Background: an optimization exercise with open tools, aiming at small area, a short achievable clock period and few clock cycles per item. Do not read the settings as production practice. Where RTL was checked, it was by simulation tests only, not by an equivalence proof against the original. No activity file was given, so power comes from the tool's default toggle rates.

==> flow/design.v <==
module limb_mul_sequencer #(
  parameter int W       = 32,
  parameter int LIMBS   = 4,
  parameter int MUL_LAT = 2
) (
  input  logic                   clk,
  input  logic                   rst,
  input  logic                   start,
  input  logic [W*LIMBS-1:0]     a,
  input  logic [W*LIMBS-1:0]     b,
  output logic                   busy,
  output logic [2*W*LIMBS-1:0]   product,
  output logic                   done,
  output logic                   mul_start,
  output logic [W-1:0]           mul_a,
  output logic [W-1:0]           mul_b,
  input  logic [2*W-1:0]         mul_product
);
  localparam int N  = W * LIMBS;      
  localparam int AW = 2 * W + 3;      
  localparam int LW = 2 * N - 2 * W;  
  localparam int PS = MUL_LAT + 1;    
  logic [N-1:0]    a_q, b_q;
  logic            act_q;
  logic [3:0]      t_q;
  logic [1:0]      isel_q, jsel_q;
  logic            busy_q;
  logic            accept;
  logic            ms_q;
  logic [W-1:0]    ma_q, mb_q;
  logic            v_q  [PS+1];
  logic            f_q  [PS+1];
  logic            s_q  [PS+1];
  logic            l_q  [PS+1];
  logic [2*W-1:0]  p_q;               
  logic [AW-1:0]   w_q;               
  logic [LW-1:0]   lo_q;              
  logic            done_q;
  logic [3:0]      t_nx;
  logic [1:0]      i_nx, j_nx;
  logic            newcol;
  logic [AW-1:0]   sum, cur;
  assign accept = start & ~busy_q & ~done_q;
  assign t_nx = t_q + 4'd1;
  always_comb begin
    i_nx = 2'd0; j_nx = 2'd0;
    case (t_nx)
      4'd0:  begin i_nx = 2'd0; j_nx = 2'd0; end
      4'd1:  begin i_nx = 2'd0; j_nx = 2'd1; end
      4'd2:  begin i_nx = 2'd1; j_nx = 2'd0; end
      4'd3:  begin i_nx = 2'd0; j_nx = 2'd2; end
      4'd4:  begin i_nx = 2'd1; j_nx = 2'd1; end
      4'd5:  begin i_nx = 2'd2; j_nx = 2'd0; end
      4'd6:  begin i_nx = 2'd0; j_nx = 2'd3; end
      4'd7:  begin i_nx = 2'd1; j_nx = 2'd2; end
      4'd8:  begin i_nx = 2'd2; j_nx = 2'd1; end
      4'd9:  begin i_nx = 2'd3; j_nx = 2'd0; end
      4'd10: begin i_nx = 2'd1; j_nx = 2'd3; end
      4'd11: begin i_nx = 2'd2; j_nx = 2'd2; end
      4'd12: begin i_nx = 2'd3; j_nx = 2'd1; end
      4'd13: begin i_nx = 2'd2; j_nx = 2'd3; end
      4'd14: begin i_nx = 2'd3; j_nx = 2'd2; end
      default: begin i_nx = 2'd3; j_nx = 2'd3; end
    endcase
  end
  always_comb begin
    case (t_q)
      4'd1, 4'd3, 4'd6, 4'd10, 4'd13, 4'd15: newcol = 1'b1;
      default:                               newcol = 1'b0;
    endcase
  end
  always_ff @(posedge clk) begin
    if (rst) begin
      act_q  <= 1'b0;
      busy_q <= 1'b0;
    end else if (accept) begin
      act_q  <= 1'b1;
      busy_q <= 1'b1;
    end else begin
      if (t_q == 4'd15) act_q <= 1'b0;
      busy_q <= act_q & (t_q != 4'd14) & (t_q != 4'd15);
    end
  end
  always_ff @(posedge clk) begin
    if (accept) begin
      t_q    <= '0;
      isel_q <= '0;
      jsel_q <= '0;
    end else begin
      t_q    <= t_nx;
      isel_q <= i_nx;
      jsel_q <= j_nx;
    end
  end
  always_ff @(posedge clk) begin
    if (!busy_q) begin
      a_q <= a;
      b_q <= b;
    end
  end
  always_ff @(posedge clk) begin
    ma_q <= a_q[isel_q*W +: W];
    mb_q <= b_q[jsel_q*W +: W];
  end
  always_ff @(posedge clk) begin
    if (rst) begin
      ms_q <= 1'b0;
      for (int k = 0; k <= PS; k++) v_q[k] <= 1'b0;
    end else begin
      ms_q   <= act_q;
      v_q[0] <= act_q;
      for (int k = 1; k <= PS; k++) v_q[k] <= v_q[k-1];
    end
  end
  always_ff @(posedge clk) begin
    f_q[0] <= (t_q == 4'd0);
    s_q[0] <= newcol;
    l_q[0] <= (t_q == 4'd15);
    for (int k = 1; k <= PS; k++) begin
      f_q[k] <= f_q[k-1];
      s_q[k] <= s_q[k-1];
      l_q[k] <= l_q[k-1];
    end
  end
  always_ff @(posedge clk) p_q <= mul_product;
  logic [AW-1:0] xa, xb, pg, gk;
  assign xa = w_q;
  assign xb = AW'(p_q);
  assign pg = xa ^ xb;
  always_comb begin
    logic [AW-1:0] g, p, gn, pn;
    g = xa & xb;
    p = pg;
    for (int k = 1; k < AW; k += 2) begin
      g[k] = g[k] | (p[k] & g[k-1]);
      p[k] = p[k] & p[k-1];
    end
    for (int d = 2; d < AW; d = d * 2) begin
      gn = g; pn = p;
      for (int k = 1; k < AW; k += 2) begin
        if (k >= d + 1) begin
          gn[k] = g[k] | (p[k] & g[k-d]);
          pn[k] = p[k] & p[k-d];
        end
      end
      g = gn; p = pn;
    end
    for (int k = 2; k < AW; k += 2) begin
      g[k] = g[k] | (p[k] & g[k-1]);
    end
    gk = g;
  end
  assign sum = pg ^ {gk[AW-2:0], 1'b0};
  assign cur = f_q[PS] ? AW'(p_q) : sum;
  logic sh_q, kp_q;
  always_ff @(posedge clk) begin
    sh_q <= s_q[PS-2] & ~f_q[PS-1];
    kp_q <= ~s_q[PS-2];
  end
  logic [AW-1:0] w_nx;
  always_comb begin
    for (int k = 0; k < AW; k++) begin
      if (k + W < AW)
        w_nx[k] = (sh_q & sum[k+W]) | (kp_q & sum[k]) | (f_q[PS] & ((k + W < 2*W) ? p_q[(k+W) % (2*W)] : 1'b0));
      else
        w_nx[k] = kp_q & sum[k];
    end
  end
  always_ff @(posedge clk) begin
    w_q <= w_nx;
    if (v_q[PS-1] && s_q[PS-1]) lo_q <= {cur[W-1:0], lo_q[LW-1:W]};
  end
  always_ff @(posedge clk) begin
    if (rst) done_q <= 1'b0;
    else     done_q <= v_q[PS] & l_q[PS];
  end
  assign busy      = busy_q;
  assign done      = done_q;
  assign product   = {w_q[2*W-1:0], lo_q};
  assign mul_start = ms_q;
  assign mul_a     = ma_q;
  assign mul_b     = mb_q;
endmodule
Settings: LEC_CHECK=0, ABC_AREA=1, CAP_MARGIN=20, CORE_MARGIN=2, CORE_UTILIZATION=50, CTS_CLUSTER_DIAMETER=100, CTS_CLUSTER_SIZE=25, SETUP_SLACK_MARGIN=5, SLEW_MARGIN=20; clock period 8.0 ns.
standard.sh (not shown) runs the stock make flow with config.mk's settings and CLKGATE_MAP_FILE= SYNTH_SCRIPT=/design/flow/synth_recipe.tcl, a recipe that flattens the netlist after the stock synthesis.
==> flow/flow/run.sh <==
#!/bin/bash
export BUFFER_PORTS_ARGS="-buffer_cell sky130_fd_sc_hd__buf_1"
export CTS_ARGS="-sink_clustering_enable -repair_clock_nets -sink_clustering_size 25 -sink_clustering_max_diameter 100 -dont_use_dummy_load"
bash standard.sh > standard.log 2>&1
Change:
--- a/flow/design.v
+++ b/flow/design.v
@@ -121,38 +121,30 @@
       s_q[k] <= s_q[k-1];
       l_q[k] <= l_q[k-1];
     end
   end
   always_ff @(posedge clk) p_q <= mul_product;
-  logic [AW-1:0] xa, xb, pg, gk;
+  localparam int LV = $clog2(AW);
+  logic [AW-1:0] pp [LV+1];
+  logic [AW-1:0] gg [LV+1];
+  logic [AW-1:0] xa, xb;
   assign xa = w_q;
   assign xb = AW'(p_q);
-  assign pg = xa ^ xb;
-  always_comb begin
-    logic [AW-1:0] g, p, gn, pn;
-    g = xa & xb;
-    p = pg;
-    for (int k = 1; k < AW; k += 2) begin
-      g[k] = g[k] | (p[k] & g[k-1]);
-      p[k] = p[k] & p[k-1];
+  assign pp[0] = xa ^ xb;
+  assign gg[0] = xa & xb;
+  for (genvar lv = 0; lv < LV; lv++) begin : g_lv
+    for (genvar bi = 0; bi < AW; bi++) begin : g_bit
+      if (bi >= (1 << lv)) begin : g_op
+        assign gg[lv+1][bi] = gg[lv][bi] | (pp[lv][bi] & gg[lv][bi-(1<<lv)]);
+        assign pp[lv+1][bi] = pp[lv][bi] & pp[lv][bi-(1<<lv)];
+      end else begin : g_pass
+        assign gg[lv+1][bi] = gg[lv][bi];
+        assign pp[lv+1][bi] = pp[lv][bi];
+      end
     end
-    for (int d = 2; d < AW; d = d * 2) begin
-      gn = g; pn = p;
-      for (int k = 1; k < AW; k += 2) begin
-        if (k >= d + 1) begin
-          gn[k] = g[k] | (p[k] & g[k-d]);
-          pn[k] = p[k] & p[k-d];
-        end
-      end
-      g = gn; p = pn;
-    end
-    for (int k = 2; k < AW; k += 2) begin
-      g[k] = g[k] | (p[k] & g[k-1]);
-    end
-    gk = g;
   end
-  assign sum = pg ^ {gk[AW-2:0], 1'b0};
+  assign sum = pp[0] ^ {gg[LV][AW-2:0], 1'b0};
   assign cur = f_q[PS] ? AW'(p_q) : sum;
   logic sh_q, kp_q;
   always_ff @(posedge clk) begin
     sh_q <= s_q[PS-2] & ~f_q[PS-1];
     kp_q <= ~s_q[PS-2];
Result:
- The changed run produced a clean layout
- final area grows by about 7%
- synthesized cell count grows by 38%
- via count grows by 24%
- hold slack loses 3.8 ps
- clock skew hardly moves
- synthesized area grows by about 9%
- global-route usage grows by 3.7 points
- power grows by about 14%
- non-clock buffer count is unchanged
- cell count grows by 23%
Testbench counts after the change, summed over its fixed seeds: cycles 25,648, items 1,600.
Function not checked in the first run of this note: the RTL went through the layout flow alone.

========
job 5441:
limb_mul_sequencer, a different RTL version from the one above (not shown whole).
Size in the first run: ~2100 cells after synthesis, about 680 flip-flops, roughly 650 I/O pins, about 25000 sq um of cells after synthesis.
==> flow/design.v (excerpt) <==
module limb_mul_sequencer #(
  parameter int W       = 32,
  parameter int LIMBS   = 4,
  parameter int MUL_LAT = 2
) (
  input  logic                   clk,
  input  logic                   rst,
  input  logic                   start,
  input  logic [W*LIMBS-1:0]     a,
  input  logic [W*LIMBS-1:0]     b,
  output logic                   busy,
  output logic [2*W*LIMBS-1:0]   product,
  output logic                   done,
  output logic                   mul_start,
  output logic [W-1:0]           mul_a,
  output logic [W-1:0]           mul_b,
  input  logic [2*W-1:0]         mul_product
);
  localparam int N  = W * LIMBS;      
  localparam int AW = 2 * W + 3;      
  localparam int LW = 2 * N - 2 * W;  
  localparam int PS = MUL_LAT + 1;    
  logic [N-1:0]    a_q, b_q;
  logic            act_q;
  logic [3:0]      t_q;
  logic [3:0]      isel_q, jsel_q;    
  logic            busy_q;
  logic            accept;
  logic            ms_q;
  logic [W-1:0]    ma_q, mb_q;
  ...
==> module limb_mul_sequencer, before the edit <==
module limb_mul_sequencer #(
  parameter int W       = 32,
  parameter int LIMBS   = 4,
  parameter int MUL_LAT = 2
) (
  input  logic                   clk,
  input  logic                   rst,
  input  logic                   start,
  input  logic [W*LIMBS-1:0]     a,
  input  logic [W*LIMBS-1:0]     b,
  output logic                   busy,
  output logic [2*W*LIMBS-1:0]   product,
  output logic                   done,
  output logic                   mul_start,
  output logic [W-1:0]           mul_a,
  output logic [W-1:0]           mul_b,
  input  logic [2*W-1:0]         mul_product
);
  localparam int N  = W * LIMBS;      
  localparam int AW = 2 * W + 3;      
  localparam int LW = 2 * N - 2 * W;  
  localparam int PS = MUL_LAT + 1;    
  logic [N-1:0]    a_q, b_q;
  logic            act_q;
  logic [3:0]      t_q;
  logic [3:0]      isel_q, jsel_q;    
  logic            busy_q;
  logic            accept;
  logic            ms_q;
  logic [W-1:0]    ma_q, mb_q;
  logic            v_q  [PS+1];
  logic            f_q  [PS+1];
  logic            s_q  [PS+1];
  logic            l_q  [PS+1];
  logic [2*W-1:0]  p_q;               
  logic [AW-1:0]   w_q;               
  logic [LW-1:0]   lo_q;              
  logic            done_q;
  logic [3:0]      t_nx;
  logic [1:0]      i_nx, j_nx;
  logic            newcol;
  logic [AW-1:0]   sum, cur;
  assign accept = start & ~busy_q & ~done_q;
  assign t_nx = t_q + 4'd1;
  always_comb begin
    i_nx = 2'd0; j_nx = 2'd0;
    case (t_nx)
      4'd0:  begin i_nx = 2'd0; j_nx = 2'd0; end
      4'd1:  begin i_nx = 2'd0; j_nx = 2'd1; end
      4'd2:  begin i_nx = 2'd1; j_nx = 2'd0; end
      4'd3:  begin i_nx = 2'd0; j_nx = 2'd2; end
      4'd4:  begin i_nx = 2'd1; j_nx = 2'd1; end
      4'd5:  begin i_nx = 2'd2; j_nx = 2'd0; end
      4'd6:  begin i_nx = 2'd0; j_nx = 2'd3; end
      4'd7:  begin i_nx = 2'd1; j_nx = 2'd2; end
      4'd8:  begin i_nx = 2'd2; j_nx = 2'd1; end
      4'd9:  begin i_nx = 2'd3; j_nx = 2'd0; end
      4'd10: begin i_nx = 2'd1; j_nx = 2'd3; end
      4'd11: begin i_nx = 2'd2; j_nx = 2'd2; end
      4'd12: begin i_nx = 2'd3; j_nx = 2'd1; end
      4'd13: begin i_nx = 2'd2; j_nx = 2'd3; end
      4'd14: begin i_nx = 2'd3; j_nx = 2'd2; end
      default: begin i_nx = 2'd3; j_nx = 2'd3; end
    endcase
  end
  always_comb begin
    case (t_q)
      4'd1, 4'd3, 4'd6, 4'd10, 4'd13, 4'd15: newcol = 1'b1;
      default:                               newcol = 1'b0;
    endcase
  end
  always_ff @(posedge clk) begin
    if (rst) begin
      act_q  <= 1'b0;
      busy_q <= 1'b0;
    end else if (accept) begin
      act_q  <= 1'b1;
      busy_q <= 1'b1;
    end else begin
      if (t_q == 4'd15) act_q <= 1'b0;
      busy_q <= act_q & (t_q != 4'd14) & (t_q != 4'd15);
    end
  end
  always_ff @(posedge clk) begin
    if (accept) begin
      t_q    <= '0;
      isel_q <= 4'b0001;
      jsel_q <= 4'b0001;
    end else begin
      t_q    <= t_nx;
      isel_q <= 4'b0001 << i_nx;
      jsel_q <= 4'b0001 << j_nx;
    end
  end
  always_ff @(posedge clk) begin
    if (!busy_q) begin
      a_q <= a;
      b_q <= b;
    end
  end
  always_ff @(posedge clk) begin
    ma_q <= ({W{isel_q[0]}} & a_q[0*W +: W]) | ({W{isel_q[1]}} & a_q[1*W +: W])
          | ({W{isel_q[2]}} & a_q[2*W +: W]) | ({W{isel_q[3]}} & a_q[3*W +: W]);
    mb_q <= ({W{jsel_q[0]}} & b_q[0*W +: W]) | ({W{jsel_q[1]}} & b_q[1*W +: W])
          | ({W{jsel_q[2]}} & b_q[2*W +: W]) | ({W{jsel_q[3]}} & b_q[3*W +: W]);
  end
  always_ff @(posedge clk) begin
    if (rst) begin
      ms_q <= 1'b0;
      for (int k = 0; k <= PS; k++) v_q[k] <= 1'b0;
    end else begin
      ms_q   <= act_q;
      v_q[0] <= act_q;
      for (int k = 1; k <= PS; k++) v_q[k] <= v_q[k-1];
    end
  end
  always_ff @(posedge clk) begin
    f_q[0] <= (t_q == 4'd0);
    s_q[0] <= newcol;
    l_q[0] <= (t_q == 4'd15);
    for (int k = 1; k <= PS; k++) begin
      f_q[k] <= f_q[k-1];
      s_q[k] <= s_q[k-1];
      l_q[k] <= l_q[k-1];
    end
  end
  always_ff @(posedge clk) p_q <= mul_product;
  localparam int LV = $clog2(AW);
  logic [AW-1:0] pp [LV+1];
  logic [AW-1:0] gg [LV+1];
  logic [AW-1:0] xa, xb;
  assign xa = w_q;
  assign xb = AW'(p_q);
  assign pp[0] = xa ^ xb;
  assign gg[0] = xa & xb;
  for (genvar lv = 0; lv < LV; lv++) begin : g_lv
    for (genvar bi = 0; bi < AW; bi++) begin : g_bit
      if (((bi >> lv) & 1) == 1) begin : g_op
        assign gg[lv+1][bi] = gg[lv][bi] | (pp[lv][bi] & gg[lv][((bi >> lv) << lv) - 1]);
        assign pp[lv+1][bi] = pp[lv][bi] & pp[lv][((bi >> lv) << lv) - 1];
      end else begin : g_pass
        assign gg[lv+1][bi] = gg[lv][bi];
        assign pp[lv+1][bi] = pp[lv][bi];
      end
    end
  end
  assign sum = pp[0] ^ {gg[LV][AW-2:0], 1'b0};
  assign cur = f_q[PS] ? AW'(p_q) : sum;
  logic sh_q, kp_q;
  always_ff @(posedge clk) begin
    sh_q <= s_q[PS-2] & ~f_q[PS-1];
    kp_q <= ~s_q[PS-2];
  end
  logic [AW-1:0] w_nx;
  always_comb begin
    for (int k = 0; k < AW; k++) begin
      if (k + W < AW)
        w_nx[k] = (sh_q & sum[k+W]) | (kp_q & sum[k]) | (f_q[PS] & ((k + W < 2*W) ? p_q[(k+W) % (2*W)] : 1'b0));
      else
        w_nx[k] = kp_q & sum[k];
    end
  end
  always_ff @(posedge clk) begin
    w_q <= w_nx;
    if (v_q[PS-1] && s_q[PS-1]) lo_q <= {cur[W-1:0], lo_q[LW-1:W]};
  end
  always_ff @(posedge clk) begin
    if (rst) done_q <= 1'b0;
    else     done_q <= v_q[PS] & l_q[PS];
  end
  assign busy      = busy_q;
  assign done      = done_q;
  assign product   = {w_q[2*W-1:0], lo_q};
  assign mul_start = ms_q;
  assign mul_a     = ma_q;
  assign mul_b     = mb_q;
endmodule
Settings: LEC_CHECK=0, ABC_AREA=1, CAP_MARGIN=20, CORE_MARGIN=2, CORE_UTILIZATION=50, CTS_CLUSTER_DIAMETER=100, CTS_CLUSTER_SIZE=25, SETUP_SLACK_MARGIN=5, SLEW_MARGIN=20; clock period 8.0 ns.
Scripts as last shown in full above: flow/flow/run.sh
Testbench counts of job 5441, summed over its fixed seeds: cycles 25,648, items 1,600.
### job 5441 -> job 7811
--- a/flow/design.v
+++ b/flow/design.v
@@ -20,13 +20,13 @@
   localparam int AW = 2 * W + 3;      
   localparam int LW = 2 * N - 2 * W;  
   localparam int PS = MUL_LAT + 1;    
   logic [N-1:0]    a_q, b_q;
   logic            act_q;
   logic [3:0]      t_q;
-  logic [3:0]      isel_q, jsel_q;    
+  logic [1:0]      isel_q, jsel_q;
   logic            busy_q;
   logic            accept;
   logic            ms_q;
   logic [W-1:0]    ma_q, mb_q;
   logic            v_q  [PS+1];
   logic            f_q  [PS+1];
@@ -81,31 +81,29 @@
       busy_q <= act_q & (t_q != 4'd14) & (t_q != 4'd15);
     end
   end
   always_ff @(posedge clk) begin
     if (accept) begin
       t_q    <= '0;
-      isel_q <= 4'b0001;
-      jsel_q <= 4'b0001;
+      isel_q <= '0;
+      jsel_q <= '0;
     end else begin
       t_q    <= t_nx;
-      isel_q <= 4'b0001 << i_nx;
-      jsel_q <= 4'b0001 << j_nx;
+      isel_q <= i_nx;
+      jsel_q <= j_nx;
     end
   end
   always_ff @(posedge clk) begin
     if (!busy_q) begin
       a_q <= a;
       b_q <= b;
     end
   end
   always_ff @(posedge clk) begin
-    ma_q <= ({W{isel_q[0]}} & a_q[0*W +: W]) | ({W{isel_q[1]}} & a_q[1*W +: W])
-          | ({W{isel_q[2]}} & a_q[2*W +: W]) | ({W{isel_q[3]}} & a_q[3*W +: W]);
-    mb_q <= ({W{jsel_q[0]}} & b_q[0*W +: W]) | ({W{jsel_q[1]}} & b_q[1*W +: W])
-          | ({W{jsel_q[2]}} & b_q[2*W +: W]) | ({W{jsel_q[3]}} & b_q[3*W +: W]);
+    ma_q <= a_q[isel_q*W +: W];
+    mb_q <= b_q[jsel_q*W +: W];
   end
   always_ff @(posedge clk) begin
     if (rst) begin
       ms_q <= 1'b0;
       for (int k = 0; k <= PS; k++) v_q[k] <= 1'b0;
     end else begin
==> summary.txt <==
Compared with job 5441, job 7811 shows met2 layer wire length in the routed design lower by about 3.3%.
[job 7811] met1 wire length fell 2.1% relative to job 5441
Per the comparison of job 7811 with job 5441, overall power consumption rose by 2.8%, post-synthesis xor/xnor area fraction stayed essentially flat, clock period minus worst slack fell by 0.012 ns, combinational fraction of design power rose by 3.6 points, average wire per cell in the routed design fell by about 2.4%.
Per the comparison of job 7811 with job 5441, peak per-stage delay on the critical path lower; combinational logic power shows an increase of about 13%.
Testbench counts of job 7811, summed over its fixed seeds: cycles 25,648, items 1,600.

==> afterwards: timing with drivers on the ports <==
How much do the figures lean on ideal ports? The routed layouts below were timed once more, with nothing changed but the port constraints.
Step 1, drivers: a clkbuf_16 drives clk and a buf_2 each remaining input, both assumed.
Step 2, shift: input delay + t, output delay - t, t = (earliest + latest rising clock arrival at the registers) / 2. This alone moves slack from input paths to output paths.
Three values: ideal ports, drivers, drivers and shift; two values: the first two.
run	t (ns)	setup slack, ns	pins driven straight from the clock port
the first run of note 1	0.660	5.023 / 4.963 / 5.073	1
the second run of note 1	0.603	5.063 / 5.003 / 5.039	1
job 5441	0.668	5.039 / 4.980 / 5.018	1
job 7811	0.661	5.051 / 4.992 / 4.984	1
After both steps setup and hold are still met in every run listed. For job 7811, which loses most, drivers alone change the setup slack by -0.059 ns; drivers and shift together by -0.067 ns.
